Source: an optimization exercise on an open RTL-to-GDS flow (aim: small area). Production flows keep margins and buffers that such runs may drop.
Only simulation tests tie the RTL to the original design; equivalence was not proved.
No activity file was given, so power comes from the tool's default toggle rates.

old:
// chol_update_top
module chol_update_top (
  input  logic                    clk,
  input  logic                    rst,
  input  logic                    start,
  input  chol_mem_pkg::em_idx_t   row_k,
  input  chol_types_pkg::sample_t u_sample,
  input  chol_types_pkg::sample_t vec_sample,
  input  logic                    sample_valid,
  input  logic                    rd_req,
  input  chol_mem_pkg::em_idx_t   rd_row,
  input  chol_mem_pkg::em_idx_t   rd_col,
  output logic                    band_req,
  output chol_mem_pkg::em_idx_t   band_col,
  output logic [$clog2(8)-1:0]      band_idx,
  output chol_types_pkg::word_t   rd_data,
  output logic                    rd_valid,
  output logic                    busy,
  output logic                    done
);
For scale: ~1300 cells after synthesis, roughly 440 flip-flops.
clock: 12.0 ns
lec_check: 0
cap_margin: 20
core_margin: 2
core_utilization: 40
slew_margin: 20
standard.sh (not shown) runs the stock make flow with config.mk's settings and CLKGATE_MAP_FILE= SYNTH_SCRIPT=/design/flow/synth_recipe.tcl, a recipe that flattens the netlist after the stock synthesis.
==> flow/flow/run.sh <==
#!/bin/bash
# Standard ORFS layout (unchanged synthesis, floorplan, placement, routing)
# with two changes: ports get the smallest buffer (buf_1) instead of the
# default clkdlybuf4s50_1, and the clock tree uses clkbuf_4 leaf buffers on
# small sink clusters under clkbuf_8 root and tree buffers, without dummy
# loads.
set -o pipefail
export BUFFER_PORTS_ARGS="-buffer_cell sky130_fd_sc_hd__buf_1"
export CTS_ARGS="-sink_clustering_enable -repair_clock_nets -dont_use_dummy_load -buf_list sky130_fd_sc_hd__clkbuf_4 -root_buf sky130_fd_sc_hd__clkbuf_8 -tree_buf sky130_fd_sc_hd__clkbuf_8 -sink_clustering_size 10 -sink_clustering_max_diameter 45"
bash standard.sh > standard.log 2>&1
The inputs of new differ from those of old as listed below.
-- flow/flow/run.sh --
<<< old, line 5
# small sink clusters under clkbuf_8 root and tree buffers, without dummy
# loads.
>>> new, line 5
# small sink clusters under a clkbuf_16 root, without dummy loads.
### Flow results
Share of power burned in the clock network across old and new: no real change. As far as switching component of the power is concerned, new and old perform about the same. Delta (new minus old): non-clock buffer share of cell area stayed essentially flat; routed metal-1 wirelength stayed essentially flat; non-filler instance count after layout stayed essentially flat; sum of overflow across all layers after global routing stayed essentially flat. Re cell area: no difference whatsoever between old and new. old → new: worst-path maximum fanout has remained practically unchanged, peak ir drop on the vdd network held, clock tree buffer count of the final layout neither gained nor lost much.

---

Another version of the RTL of chol_update_top (not shown whole).
Size in the first run: roughly 1300 cells after synthesis, roughly 440 flip-flops, about 84 I/O pins, roughly 0.015 sq mm of cells after synthesis.
==> flow/design.v (excerpt) <==
module chol_update_top (
  input  logic                    clk,
  input  logic                    rst,
  input  logic                    start,
  input  chol_mem_pkg::em_idx_t   row_k,
  input  chol_types_pkg::sample_t u_sample,
  input  chol_types_pkg::sample_t vec_sample,
  input  logic                    sample_valid,
  input  logic                    rd_req,
  input  chol_mem_pkg::em_idx_t   rd_row,
  input  chol_mem_pkg::em_idx_t   rd_col,
  output logic                    band_req,
  output chol_mem_pkg::em_idx_t   band_col,
  output logic [$clog2(8)-1:0]      band_idx,
  output chol_types_pkg::word_t   rd_data,
  output logic                    rd_valid,
  output logic                    busy,
  output logic                    done
);
export LEC_CHECK = 0
export CAP_MARGIN = 20
export CORE_MARGIN = 2
export CORE_UTILIZATION = 40
export SLEW_MARGIN = 20
create_clock -name core_clock -period 12.0 [get_ports {clk}]
==> flow/flow/run.sh <==
#!/bin/bash
# Standard ORFS layout (unchanged synthesis, floorplan, placement, routing)
# with two changes: ports get the smallest buffer (buf_1) instead of the
# default clkdlybuf4s50_1, and the clock tree uses clkbuf_4 leaf buffers on
# small sink clusters under clkbuf_8 root and tree buffers, without dummy
# loads.
set -o pipefail
export BUFFER_PORTS_ARGS="-buffer_cell sky130_fd_sc_hd__buf_1"
export CTS_ARGS="-sink_clustering_enable -repair_clock_nets -dont_use_dummy_load -buf_list sky130_fd_sc_hd__clkbuf_4 -root_buf sky130_fd_sc_hd__clkbuf_8 -tree_buf sky130_fd_sc_hd__clkbuf_4 -sink_clustering_size 10 -sink_clustering_max_diameter 45"
bash standard.sh > standard.log 2>&1
The baseline produced a clean layout.
==> next run, changes <==
--- a/flow/flow/run.sh
+++ b/flow/flow/run.sh
@@ -7,4 +7,4 @@
 set -o pipefail
 export BUFFER_PORTS_ARGS="-buffer_cell sky130_fd_sc_hd__buf_1"
-export CTS_ARGS="-sink_clustering_enable -repair_clock_nets -dont_use_dummy_load -buf_list sky130_fd_sc_hd__clkbuf_4 -root_buf sky130_fd_sc_hd__clkbuf_8 -tree_buf sky130_fd_sc_hd__clkbuf_4 -sink_clustering_size 10 -sink_clustering_max_diameter 45"
+export CTS_ARGS="-sink_clustering_enable -repair_clock_nets -dont_use_dummy_load -buf_list sky130_fd_sc_hd__clkbuf_4 -root_buf sky130_fd_sc_hd__clkbuf_8 -tree_buf sky130_fd_sc_hd__clkbuf_8 -sink_clustering_size 10 -sink_clustering_max_diameter 45"
 bash standard.sh > standard.log 2>&1
--- a/flow/config.mk
+++ b/flow/config.mk
@@ -8,4 +8,5 @@
 export CAP_MARGIN = 20
 export CORE_MARGIN = 2
-export CORE_UTILIZATION = 40
+export CORE_UTILIZATION = 55
+export PLACE_DENSITY = 0.65
 export SLEW_MARGIN = 20
=> The changed run finished with timing, DRC and antenna clean. Sequential cell count stays the same. Total power is about the same. Hold slack improves by 12 ps. Worst setup slack is better by 87 ps. Register-to-register slack gains 90 ps. Sequential power is about the same. Via count climbs by a few percent. Design area goes down slightly. Area after synthesis is unchanged. Die area is lower by a quarter to a third. Routed wire length falls slightly.
==> next run, changes <==
--- a/flow/config.mk
+++ b/flow/config.mk
@@ -6,7 +6,6 @@
 export NUM_CORES = 4
 export LEC_CHECK = 0
-export CAP_MARGIN = 20
+export CAP_MARGIN = 0
 export CORE_MARGIN = 2
-export CORE_UTILIZATION = 55
-export PLACE_DENSITY = 0.65
-export SLEW_MARGIN = 20
+export CORE_UTILIZATION = 40
+export SLEW_MARGIN = 0
The changed run finished clean.
Worst setup slack degrades by 87 ps.
Worst hold slack degrades by 12 ps.
Critical path depth stays the same.
Combinational power stays flat.
Design area rises by about 1.3%.
Cell count rises by about 10%.
Via count falls by about 2%.
Power is about the same.
Routed wire length rises by 2.0%.
Fmax falls by 0.77%.
==> next run, changes <==
--- a/flow/config.mk
+++ b/flow/config.mk
@@ -6,6 +6,6 @@
 export NUM_CORES = 4
 export LEC_CHECK = 0
-export CAP_MARGIN = 0
+export CAP_MARGIN = 20
 export CORE_MARGIN = 2
 export CORE_UTILIZATION = 40
-export SLEW_MARGIN = 0
+export SLEW_MARGIN = 20
What happened:
- The new run went through all stages and came out clean
- clock-buffer cell count is unchanged
- fmax stays the same
- routed wire length is unchanged
- core utilization does not change
- final cell count does not change
- total power is unchanged
- synthesized area does not change

---

The RTL this note starts from:
==> flow/design.v <==
`default_nettype none
package chol_types_pkg;
  typedef logic signed [16-1:0] sample_t;
  typedef logic signed [32-1:0] word_t;
  typedef logic signed [2*32-1:0] wide_t;
  typedef enum logic [1:0] {
    IDLE,     
    DOT,      
    DIVIDE,   
    ROOT      
  } solve_phase_t;
endpackage
`default_nettype wire
`default_nettype none
package chol_mem_pkg;
  typedef logic [$clog2(4)-1:0] em_idx_t;
  typedef logic [$clog2((4 * (4 + 1) / 2))-1:0] tri_addr_t;
  typedef enum logic [1:0] {
    SOLVER,
    GRAM,
    READOUT
  } req_id_t;
endpackage
`default_nettype wire
`timescale 1ns/1ps
`default_nettype none
module chol_update_top (
  input  logic                    clk,
  input  logic                    rst,
  input  logic                    start,
  input  chol_mem_pkg::em_idx_t   row_k,
  input  chol_types_pkg::sample_t u_sample,
  input  chol_types_pkg::sample_t vec_sample,
  input  logic                    sample_valid,
  input  logic                    rd_req,
  input  chol_mem_pkg::em_idx_t   rd_row,
  input  chol_mem_pkg::em_idx_t   rd_col,
  output logic                    band_req,
  output chol_mem_pkg::em_idx_t   band_col,
  output logic [$clog2(8)-1:0]      band_idx,
  output chol_types_pkg::word_t   rd_data,
  output logic                    rd_valid,
  output logic                    busy,
  output logic                    done
);
  localparam logic [3:0] ST_IDLE = 4'd0,
                         ST_REQ  = 4'd1,    
                         ST_WAIT = 4'd2,    
                         ST_MAC  = 4'd3,    
                         ST_LDA  = 4'd4,    
                         ST_MUL  = 4'd5,    
                         ST_LDD  = 4'd6,    
                         ST_NEG1 = 4'd7,    
                         ST_DIV  = 4'd8,
                         ST_NEG2 = 4'd9,    
                         ST_SQI  = 4'd10,   
                         ST_SQ   = 4'd11,
                         ST_WR   = 4'd12,   
                         ST_XF   = 4'd13;   
  logic [3:0]   st;
  logic [5:0]   cnt;
  logic [1:0]   k_r, j_r, m_r;
  logic [2:0]   b_r;
  logic [1:0]   hr, hc;
  logic         neg;
  logic [319:0] ring;
  logic [31:0]  acc;
  logic [32:0]  p;
  logic [31:0]  x;
  logic         c;
  logic         mb_r;   
  logic [1:0] hr_n, hc_n;
  logic [1:0] rsel, csel;
  logic       hit;
  assign hr_n = (hc == hr) ? hr + 2'd1 : hr;
  assign hc_n = (hc == hr) ? 2'd0 : hc + 2'd1;
  assign rsel = (st == ST_LDA || st == ST_LDD) ? j_r : k_r;
  assign csel = (st == ST_LDD || st == ST_WR) ? j_r : m_r;
  assign hit  = (hr == rsel) && (hc == csel);
  assign rd_data = ring[31:0];
  logic is_mac, is_mul, is_div, is_sq, is_dsq, is_mm;
  logic zp, mbit, en, sub, abit;
  logic [32:0] a_in, xs, b_in, sum;
  logic        qbit;
  assign is_mac = (st == ST_MAC);
  assign is_mul = (st == ST_MUL);
  assign is_div = (st == ST_DIV);
  assign is_sq  = (st == ST_SQ);
  assign is_dsq = is_div || is_sq;
  assign is_mm  = is_mac || is_mul;
  assign zp   = (cnt == 6'd0);
  assign abit = acc[31] && (cnt < 6'd32);
  assign mbit = is_mac ? x[16] : mb_r;
  logic a_r, a_l;
  assign a_r = !is_dsq && !zp;   
  assign a_l =  is_dsq && !zp;   
  assign a_in = ({33{a_r}} & {p[32], p[32:1]}) | ({33{a_l}} & {p[31:0], 1'b0}) |
                {32'd0, is_dsq && abit};
  assign en   = is_dsq ? (is_div || cnt[0]) : (mbit && (cnt < (is_mac ? 6'd16 : 6'd32)));
  assign sub  = is_dsq ? (zp || !p[32]) : (cnt == (is_mac ? 6'd15 : 6'd31));
  assign xs   = ({33{is_mac}} & {{17{x[15]}}, x[15:0]}) | ({33{!is_mac}} & {x[31], x});
  assign b_in = ({33{en}} & (xs ^ {33{sub}})) | {31'd0, is_sq && en, 1'b0};
  logic [16:0] cy;
  assign cy[0] = en && sub;
  genvar gi;
  generate for (gi = 0; gi < 16; gi++) begin : g_rc
    assign sum[gi] = a_in[gi] ^ b_in[gi] ^ cy[gi];
    assign cy[gi+1] = (a_in[gi] & b_in[gi]) | (cy[gi] & (a_in[gi] ^ b_in[gi]));
  end endgenerate
  assign sum[32:16] = a_in[32:16] + b_in[32:16] + {16'd0, cy[16]};
  assign qbit = !sum[32] && !(is_sq && neg);
  logic sa, sy, scin, ss, scout;
  logic ser_first;
  always_comb begin
    sa = acc[0];
    sy = p[0];
    scin = c;
    ser_first = 1'b0;
    case (st)
      ST_MAC: begin
        ser_first = (cnt == 6'd1);
        if (b_r == 3'd0) sa = 1'b0;   
      end
      ST_MUL: begin
        ser_first = (cnt == 6'd17);
        sy = !p[0];
      end
      default: begin   
        ser_first = (cnt == 6'd0);
        sa = !acc[0];
        sy = 1'b0;
      end
    endcase
    if (ser_first) scin = (st != ST_MAC);
    ss    = sa ^ sy ^ scin;
    scout = (sa & sy) | (sa & scin) | (sy & scin);
  end
  logic mul_go;
  logic mul_ser;
  assign mul_go  = (cnt >= 6'd32) || hit;
  assign mul_ser = (cnt >= 6'd17);
  logic x_samp, x_ring, x_shl, x_q, x_en_hi, x_en_lo;
  assign x_samp  = (st == ST_WAIT) && sample_valid;
  assign x_ring  = (st == ST_LDA || st == ST_LDD) && hit;
  assign x_shl   = (st == ST_SQI) || (st == ST_XF) || (is_sq && cnt[0]);
  assign x_q     = is_sq && qbit;
  assign x_en_lo = x_samp || x_ring || x_shl;
  assign x_en_hi = x_en_lo || is_mac;
  logic ring_wr, ring_rot;
  assign ring_wr  = (st == ST_WR) && hit;
  assign ring_rot = is_mul && hit && (cnt < 6'd32);
  logic acc_ser, acc_shl;
  assign acc_ser = (is_mac && cnt != 6'd0) || (is_mul && mul_go && mul_ser) ||
                   st == ST_NEG1 || st == ST_NEG2;
  assign acc_shl = is_dsq || st == ST_XF;   
  always_ff @(posedge clk) begin
    ring <= {ring[31:0], ring[319:64],
             ({32{ring_wr}} & acc) | ({32{ring_rot}} & {ring[32], ring[63:33]}) |
             ({32{!ring_wr && !ring_rot}} & ring[63:32])};
    mb_r <= ring[64];
    if (acc_ser || acc_shl) acc <= ({32{acc_ser}} & {ss, acc[31:1]}) |
                                   ({32{acc_shl}} & {acc[30:0], is_div ? qbit : x[31]});
    if (acc_ser) c <= scout;
    if (is_mac || (is_mul && mul_go) || is_dsq) p <= sum;
    if (x_en_hi) x[31:16] <= ({16{x_samp}} & vec_sample) | ({16{x_ring}} & ring[63:48]) |
                             ({16{is_mac}} & {1'b0, x[31:17]}) | ({16{x_shl}} & x[30:15]);
    if (x_en_lo) x[15:0]  <= ({16{x_samp}} & u_sample) | ({16{x_ring}} & ring[47:32]) |
                             ({16{x_shl}} & {x[14:2], x_q, 2'b01});
    if ((st == ST_LDD && hit) || (st == ST_SQI && cnt == 6'd0)) neg <= acc[31];
  end
  assign band_req = (st == ST_REQ);
  assign band_col = j_r;
  assign band_idx = b_r;
  always_ff @(posedge clk) begin
    if (rst) begin
      st       <= ST_IDLE;
      cnt      <= '0;
      k_r      <= '0;
      j_r      <= '0;
      m_r      <= '0;
      b_r      <= '0;
      hr       <= '0;
      hc       <= '0;
      busy     <= 1'b0;
      done     <= 1'b0;
      rd_valid <= 1'b0;
    end else begin
      hr       <= hr_n;
      hc       <= hc_n;
      rd_valid <= rd_req && !rd_valid &&
                  ((rd_row == hr && rd_col == hc) || (rd_row == hc && rd_col == hr));
      done     <= 1'b0;
      if (done) busy <= 1'b0;
      cnt <= cnt + 6'd1;
      case (st)
        ST_IDLE: begin
          if (start && !busy) begin
            busy <= 1'b1;
            k_r  <= row_k;
            j_r  <= '0;
            b_r  <= '0;
            st   <= ST_REQ;
          end
        end
        ST_REQ: st <= ST_WAIT;
        ST_WAIT: begin
          cnt <= '0;
          if (sample_valid) st <= ST_MAC;
        end
        ST_MAC: begin
          if (cnt == 6'd32) begin
            b_r <= b_r + 3'd1;
            m_r <= '0;
            cnt <= '0;
            if (b_r != 3'd7) st <= ST_REQ;
            else if (j_r != 2'd0) st <= ST_LDA;
            else if (j_r == k_r) st <= ST_SQI;
            else st <= ST_LDD;
          end
        end
        ST_LDA: begin
          cnt <= '0;
          if (hit) st <= ST_MUL;
        end
        ST_MUL: begin
          if (!mul_go) cnt <= cnt;
          else if (cnt == 6'd48) begin
            cnt <= '0;
            m_r <= m_r + 2'd1;
            if (m_r + 2'd1 != j_r) st <= ST_LDA;
            else if (j_r == k_r) st <= ST_SQI;
            else st <= ST_LDD;
          end
        end
        ST_LDD: begin
          cnt <= '0;
          if (hit) st <= acc[31] ? ST_NEG1 : ST_DIV;
        end
        ST_NEG1: if (cnt == 6'd31) begin
          cnt <= '0;
          st  <= ST_DIV;
        end
        ST_DIV: if (cnt == 6'd47) begin
          cnt <= '0;
          st  <= neg ? ST_NEG2 : ST_WR;
        end
        ST_NEG2: if (cnt == 6'd31) st <= ST_WR;
        ST_SQI: if (cnt == 6'd29) begin
          cnt <= '0;
          st  <= ST_SQ;
        end
        ST_SQ: if (cnt == 6'd47) begin
          cnt <= '0;
          st  <= ST_XF;
        end
        ST_XF: if (cnt == 6'd29) st <= ST_WR;
        ST_WR: begin
          if (hit) begin
            if (j_r == k_r) begin
              done <= 1'b1;
              st   <= ST_IDLE;
            end else begin
              j_r <= j_r + 2'd1;
              b_r <= '0;
              st  <= ST_REQ;
            end
          end
        end
        default: st <= ST_IDLE;
      endcase
    end
  end
endmodule
`default_nettype wire
export LEC_CHECK = 0
export CAP_MARGIN = 20
export CORE_MARGIN = 2
export CORE_UTILIZATION = 40
export SLEW_MARGIN = 20
create_clock -name core_clock -period 12.0 [get_ports {clk}]
==> flow/flow/run.sh <==
#!/bin/bash
# Standard ORFS layout (unchanged synthesis, floorplan, placement, routing)
# with two changes: ports get the smallest buffer (buf_1) instead of the
# default clkdlybuf4s50_1, and the clock tree uses clkbuf_8 leaf buffers on
# smaller sink clusters without dummy loads.
set -o pipefail
export BUFFER_PORTS_ARGS="-buffer_cell sky130_fd_sc_hd__buf_1"
export CTS_ARGS="-sink_clustering_enable -repair_clock_nets -dont_use_dummy_load -buf_list sky130_fd_sc_hd__clkbuf_4 -root_buf sky130_fd_sc_hd__clkbuf_16 -sink_clustering_size 10 -sink_clustering_max_diameter 45"
bash standard.sh > standard.log 2>&1
==> next run, changes <==
--- a/flow/flow/run.sh
+++ b/flow/flow/run.sh
@@ -6,4 +6,4 @@
 set -o pipefail
 export BUFFER_PORTS_ARGS="-buffer_cell sky130_fd_sc_hd__buf_1"
-export CTS_ARGS="-sink_clustering_enable -repair_clock_nets -dont_use_dummy_load -buf_list sky130_fd_sc_hd__clkbuf_4 -root_buf sky130_fd_sc_hd__clkbuf_16 -sink_clustering_size 10 -sink_clustering_max_diameter 45"
+export CTS_ARGS="-sink_clustering_enable -repair_clock_nets -dont_use_dummy_load -buf_list sky130_fd_sc_hd__clkbuf_8 -root_buf sky130_fd_sc_hd__clkbuf_16 -sink_clustering_size 14 -sink_clustering_max_diameter 60"
 bash standard.sh > standard.log 2>&1
Effect: The new run finished with timing, DRC and antenna clean. Wire length is lower slightly. Worst setup slack is worse by 0.0057 ns. Total power rose by a few percent. Die area does not change.
==> next run, changes <==
==> flow/flow/run.sh (replaced) <==
#!/bin/bash
# Standard ORFS layout (unchanged synthesis, floorplan, placement, routing)
# with two changes: ports get the smallest buffer (buf_1) instead of the
# default clkdlybuf4s50_1, and the clock tree uses clkbuf_4 leaf buffers on
# small sink clusters under a clkbuf_16 root, without dummy loads.
set -o pipefail
export BUFFER_PORTS_ARGS="-buffer_cell sky130_fd_sc_hd__buf_1"
export CTS_ARGS="-sink_clustering_enable -repair_clock_nets -dont_use_dummy_load -buf_list sky130_fd_sc_hd__clkbuf_4 -root_buf sky130_fd_sc_hd__clkbuf_16 -sink_clustering_size 10 -sink_clustering_max_diameter 45"
bash standard.sh > standard.log 2>&1
The changed run completed with no timing, DRC or antenna violations. Non-clock buffer count stays the same. Design area falls by 0.59%. Worst setup slack gets better by 0.0057 ns. Via count rises by 0.95%. Clock-buffer cell count rises by 17. Global-route usage barely changes. First-iteration DRC count rises by 9.4%. Power falls by 2.2%. Final cell count rises by 0.91%. Maximum frequency hardly moves.
==> next run, changes <==
--- a/flow/flow/run.sh
+++ b/flow/flow/run.sh
@@ -6,4 +6,4 @@
 set -o pipefail
 export BUFFER_PORTS_ARGS="-buffer_cell sky130_fd_sc_hd__buf_1"
-export CTS_ARGS="-sink_clustering_enable -repair_clock_nets -dont_use_dummy_load -buf_list sky130_fd_sc_hd__clkbuf_4 -root_buf sky130_fd_sc_hd__clkbuf_16 -sink_clustering_size 10 -sink_clustering_max_diameter 45"
+export CTS_ARGS="-sink_clustering_enable -repair_clock_nets -dont_use_dummy_load -buf_list sky130_fd_sc_hd__clkbuf_4 -root_buf sky130_fd_sc_hd__clkbuf_8 -tree_buf sky130_fd_sc_hd__clkbuf_8 -sink_clustering_size 10 -sink_clustering_max_diameter 45"
 bash standard.sh > standard.log 2>&1
Global-route usage stays flat.
Clock power decreases by a few percent.
Sequential share of layout area came out higher by 0.20 points.

-- what the ideal ports hide --
Ports are ideal in the flow. The routed layouts listed here were re-timed in OpenROAD. Step 1, drivers: a clkbuf_16 drives clk and a buf_2 each remaining input, both assumed. Step 2 moves the port delays by t, midway between the first and last clock arrival at a register: inputs arrive t later, outputs are due t later. That takes back most of the time a late clock gives input paths. a / b / c = no drivers / after step 1 / after step 2; a / b = the first two.
run | shift t [ns] | setup slack, ns | worst setup path after step 2 | slew at the worst register clock pin (ns)
old | 0.633 | 0.713 / 0.713 / 0.713 | register to register | 0.11 / 0.11
new | 0.633 | 0.713 / 0.713 / 0.713 | register to register | 0.11 / 0.11
the first run of note 2 | 0.603 | 0.656 / 0.656 / 0.656 | register to register | 0.11 / 0.11
the second run of note 2 | 0.585 | 0.743 / 0.743 / 0.743 | register to register | 0.11 / 0.11
the third run of note 2 | 0.603 | 0.656 / 0.656 / 0.656 | register to register | 0.11 / 0.11
the fourth run of note 2 | 0.603 | 0.656 / 0.656 / 0.656 | register to register | 0.11 / 0.11
the first run of note 3 | 0.557 | 0.758 / 0.758 / 0.758 | register to register | 0.11 / 0.11
the second run of note 3 | 0.553 | 0.752 / 0.752 / 0.752 | register to register | 0.09 / 0.09
the third run of note 3 | 0.557 | 0.758 / 0.758 / 0.758 | register to register | 0.11 / 0.11
the fourth run of note 3 | 0.615 | 0.743 / 0.743 / 0.743 | register to register | 0.12 / 0.12
After both steps every run listed still meets setup and hold.
